This is an optimization exercise on Yosys and OpenROAD, whose aim is small area, not a production implementation.
RTL that was checked went through simulation tests only; none was proved equivalent to the original.
Power figures rest on the tool's default switching activity, not on a simulated workload. No driver is modelled on the clock port, so clocking that relies on it looks cheaper here than on a real chip.

== wip/umber ==
==> module btq_swap, before the edit <==
module btq_swap (
  input  logic s,
  input  logic a,
  input  logic b,
  output logic y0,
  output logic y1
);
  assign y0 = s ? b : a;
  assign y1 = s ? a : b;
endmodule
==> module branch_train_queue, before the edit <==
module branch_train_queue #(
  parameter int DEPTH = branch_train_queue_pkg::DEF_DEPTH,
  parameter int AW    = branch_train_queue_pkg::DEF_AW
) (
  input  logic                       clk,
  input  logic                       rst,
  input  logic                       in_valid0,
  input  logic                       in_valid1,
  input  logic                       in_isbranch0,
  input  logic                       in_isbranch1,
  input  logic                       in_taken0,
  input  logic                       in_taken1,
  input  logic [AW-1:0]              in_pc0,
  input  logic [AW-1:0]              in_pc1,
  input  logic [AW-1:0]              in_target0,
  input  logic [AW-1:0]              in_target1,
  output logic                       in_ready,
  input  logic                       drain_en,
  output logic                       train_valid0,
  output logic                       train_valid1,
  output logic                       isbranch0,
  output logic                       isbranch1,
  output logic                       taken0,
  output logic                       taken1,
  output logic [AW-1:0]              address_branch0,
  output logic [AW-1:0]              address_branch1,
  output logic [AW-1:0]              address_result0,
  output logic [AW-1:0]              address_result1,
  output logic [$clog2(DEPTH):0]     count,
  output logic                       err_overflow
);
  localparam int PW  = $clog2(DEPTH);
  localparam int BW  = PW - 1;
  localparam int CW  = PW + 1;
  localparam int RW  = branch_train_queue_pkg::rec_w(AW);
  localparam int OTG = branch_train_queue_pkg::off_target(AW);
  localparam int OPC = branch_train_queue_pkg::off_pc(AW);
  localparam int OTK = branch_train_queue_pkg::off_taken(AW);
  localparam int OIB = branch_train_queue_pkg::off_isbranch(AW);
  logic [PW-1:0] wr_ptr, rd_ptr, out_ptr, out_ptr1;
  logic [CW-1:0] count_q;
  logic [1:0]    n_in, n_out;
  logic [RW-1:0] rec0, rec1, wdata_a, wdata_b, rdata_a, rdata_b, slot0, slot1;
  logic [PW-1:0] wr_ptr1;
  logic          we_a, we_b, sel0_a, sel0_b;
  logic [DEPTH/2-1:0] rsel_a, rsel_b;
  assign count    = count_q;
  assign in_ready = count_q <= CW'(DEPTH - 2);
  assign n_in     = in_ready ? ({1'b0, in_valid0} + {1'b0, in_valid1}) : 2'd0;
  always_comb begin
    n_out = 2'd0;
    if (drain_en) n_out = (count_q >= CW'(2)) ? 2'd2 : count_q[1:0];
  end
  assign rec0 = {in_isbranch0, in_taken0, in_pc0, in_target0};
  assign rec1 = {in_isbranch1, in_taken1, in_pc1, in_target1};
  assign wr_ptr1 = wr_ptr + PW'(1);
  assign sel0_a  = in_valid0 & ~wr_ptr[0];
  assign sel0_b  = in_valid0 &  wr_ptr[0];
  assign wdata_a = sel0_a ? rec0 : rec1;
  assign wdata_b = sel0_b ? rec0 : rec1;
  assign we_a    = (n_in == 2'd2) | ((n_in == 2'd1) & ~wr_ptr[0]);
  assign we_b    = (n_in == 2'd2) | ((n_in == 2'd1) &  wr_ptr[0]);
  btq_bank #(.DEPTH(DEPTH / 2), .W(RW)) u_bank_a (
    .clk   (clk),
    .we    (we_a),
    .waddr (wr_ptr1[PW-1:1]),
    .wdata (wdata_a),
    .rsel  (rsel_a),
    .rdata (rdata_a)
  );
  btq_bank #(.DEPTH(DEPTH / 2), .W(RW)) u_bank_b (
    .clk   (clk),
    .we    (we_b),
    .waddr (wr_ptr[PW-1:1]),
    .wdata (wdata_b),
    .rsel  (rsel_b),
    .rdata (rdata_b)
  );
  assign out_ptr1 = rd_ptr - PW'(train_valid1);
  assign out_ptr  = out_ptr1 - PW'(1);
  always_comb begin
    for (int i = 0; i < DEPTH / 2; i++) begin
      rsel_a[i] = out_ptr1[PW-1:1] == BW'(i);
      rsel_b[i] = out_ptr[PW-1:1] == BW'(i);
    end
  end
  for (genvar b = 0; b < RW; b++) begin : g_swap
    btq_swap u_swap (
      .s  (out_ptr[0]),
      .a  (rdata_a[b]),
      .b  (rdata_b[b]),
      .y0 (slot0[b]),
      .y1 (slot1[b])
    );
  end
  assign isbranch0       = slot0[OIB];
  assign taken0          = slot0[OTK];
  assign address_branch0 = slot0[OPC +: AW];
  assign address_result0 = slot0[OTG +: AW];
  assign isbranch1       = slot1[OIB];
  assign taken1          = slot1[OTK];
  assign address_branch1 = slot1[OPC +: AW];
  assign address_result1 = slot1[OTG +: AW];
  always_ff @(posedge clk) begin
    if (rst) begin
      wr_ptr       <= '0;
      rd_ptr       <= '0;
      count_q      <= '0;
      err_overflow <= 1'b0;
      train_valid0 <= 1'b0;
      train_valid1 <= 1'b0;
    end else begin
      wr_ptr       <= wr_ptr + PW'(n_in);
      rd_ptr       <= rd_ptr + PW'(n_out);
      count_q      <= count_q + CW'(n_in) - CW'(n_out);
      train_valid0 <= n_out != 2'd0;
      train_valid1 <= n_out == 2'd2;
      if (!in_ready && (in_valid0 || in_valid1)) err_overflow <= 1'b1;
    end
  end
endmodule
Settings: LEC_CHECK=0, CAP_MARGIN=20, CORE_MARGIN=2, CORE_UTILIZATION=60, SLEW_MARGIN=20, SYNTH_HIERARCHICAL=1, SYNTH_MINIMUM_KEEP_SIZE=0, BUFFER_PORTS_ARGS=-buffer_cell sky130_fd_sc_hd__buf_1, CTS_ARGS=-sink_clustering_enable -repair_clock_nets -dont_use_dummy_load -buf_list {sky130_fd_sc_hd__clkbuf_16} -sink_clustering_size 30 -sink_clustering_max_diameter 100; clock period 5.0 ns.
standard.sh (not shown) runs the stock make flow with config.mk's settings and CLKGATE_MAP_FILE= SYNTH_SCRIPT=/design/flow/synth_recipe.tcl, a recipe that flattens the netlist after the stock synthesis.
==> flow/flow/run.sh <==
#!/bin/bash
# The standard ORFS layout (standard.sh), with three changes to how it is built:
#  - ports are buffered with the smallest buffer (buf_1) instead of a delay buffer,
#  - the clock tree uses clkbuf_16 with larger sink clusters and no dummy loads,
#  - everything else (synthesis, floorplan, placement, routing) is unchanged.
# Each tool's output goes to the ORFS logs under orfs/logs; make's own output to
# standard.log in this folder.
set -e
cat >> config.mk <<'EOF'
export BUFFER_PORTS_ARGS = -buffer_cell sky130_fd_sc_hd__buf_1
export CTS_ARGS = -sink_clustering_enable -repair_clock_nets -dont_use_dummy_load -buf_list {sky130_fd_sc_hd__clkbuf_16} -sink_clustering_size 30 -sink_clustering_max_diameter 100
EOF
bash standard.sh > standard.log 2>&1
Here is what was changed in the inputs of wip/quartz compared with wip/umber.
-- flow/design.v --
<<< wip/umber, line 64
module btq_swap (
  input  logic s,
  input  logic a,
  input  logic b,
>>> wip/quartz, line 64
module btq_swap (
  input  logic s,
  input  logic s_n,
  input  logic a,
  input  logic b,
<<< wip/umber, line 69
  output logic y1
);
  assign y0 = s ? b : a;
  assign y1 = s ? a : b;
endmodule
module branch_train_queue #(
>>> wip/quartz, line 70
  output logic y1
);
  assign y0 = ~((s & b) | (s_n & a));
  assign y1 = ~((s & a) | (s_n & b));
endmodule
module btq_wsel (
  input  logic sa0,
  input  logic sa1,
  input  logic sb0,
  input  logic sb1,
  input  logic d0,
  input  logic d1,
  output logic qa_n,
  output logic qb_n
);
  assign qa_n = ~((sa0 & d0) | (sa1 & d1));
  assign qb_n = ~((sb0 & d0) | (sb1 & d1));
endmodule
module branch_train_queue #(
<<< wip/umber, line 130
  assign sel0_a  = in_valid0 & ~wr_ptr[0];
  assign sel0_b  = in_valid0 &  wr_ptr[0];
  assign wdata_a = sel0_a ? rec0 : rec1;
  assign wdata_b = sel0_b ? rec0 : rec1;
  assign we_a    = (n_in == 2'd2) | ((n_in == 2'd1) & ~wr_ptr[0]);
  assign we_b    = (n_in == 2'd2) | ((n_in == 2'd1) &  wr_ptr[0]);
>>> wip/quartz, line 144
  assign sel0_a  = in_valid0 & ~wr_ptr[0];
  assign sel0_b  = in_valid0 &  wr_ptr[0];
  for (genvar b = 0; b < RW; b++) begin : g_wsel
    btq_wsel u_wsel (
      .sa0  (sel0_a),
      .sa1  (~sel0_a),
      .sb0  (sel0_b),
      .sb1  (~sel0_b),
      .d0   (rec0[b]),
      .d1   (rec1[b]),
      .qa_n (wdata_a[b]),
      .qb_n (wdata_b[b])
    );
  end
  assign we_a    = (n_in == 2'd2) | ((n_in == 2'd1) & ~wr_ptr[0]);
  assign we_b    = (n_in == 2'd2) | ((n_in == 2'd1) &  wr_ptr[0]);
<<< wip/umber, line 161
    btq_swap u_swap (
      .s  (out_ptr[0]),
      .a  (rdata_a[b]),
      .b  (rdata_b[b]),
>>> wip/quartz, line 185
    btq_swap u_swap (
      .s  (out_ptr[0]),
      .s_n(~out_ptr[0]),
      .a  (rdata_a[b]),
      .b  (rdata_b[b]),
[summary]
- Changes observed in wip/quartz relative to wip/umber: clock group share of total power neither gained nor lost much; sequential share of cell area picked up an extra 1.4 points; detailed-route vias per instance picked up an extra 0.33.
- On relative area change from synthesis to final layout: wip/quartz sits above wip/umber.
- Of the two values seen for top routing layer in use, met5 was produced by wip/umber and met4 by wip/quartz.
- wip/quartz has proportion of synthesized chip area in sequential cells above what wip/umber had.
- Result: PASS for each of wip/umber and wip/quartz
- For sum of met3 wire segment lengths after detailed routing, dividing the value from wip/umber by the value from wip/quartz gives 0.849.
- From wip/umber to wip/quartz, count of multi-input gates did not move at all.
- wip/quartz vs wip/umber: final critical-path required period up in wip/quartz
- Changes observed in wip/quartz relative to wip/umber: via count increased by 1113 relative to the old numbers, total placed instance area now sits lower, cell area after layout fell by 2.0%.
Only the layout flow was run in wip/umber; the RTL was not checked for function there.

what the ideal ports hide:
The flow's constraints put no driver on any port. The routed layouts listed below were extracted and timed again, unchanged, in two steps.
Step 1: set_driving_cell puts a clkbuf_16 on clk and a buf_2 on each other input, an assumption about the parent block.
Step 2 adds t to the input delays and takes it off the output delays; t is the mean of the earliest and latest rising clock arrival at the registers after step 1. Input paths then give back, and output paths get back, about the clock's delay inside the block.
a / b / c = no drivers / after step 1 / after step 2; a / b = the first two.
run	t (ns)	setup WS [ns]	hold WS [ns]	worst setup path at the end	clock arrival spread, ns
wip/umber	0.669	0.187 / 0.119 / 0.789	0.503 / 0.503 / 0.503	register to output	0.043 / 0.043
wip/quartz	0.677	0.163 / 0.097 / 0.774	0.497 / 0.497 / 0.497	register to output	0.024 / 0.024
After both steps every run listed still meets setup and hold.
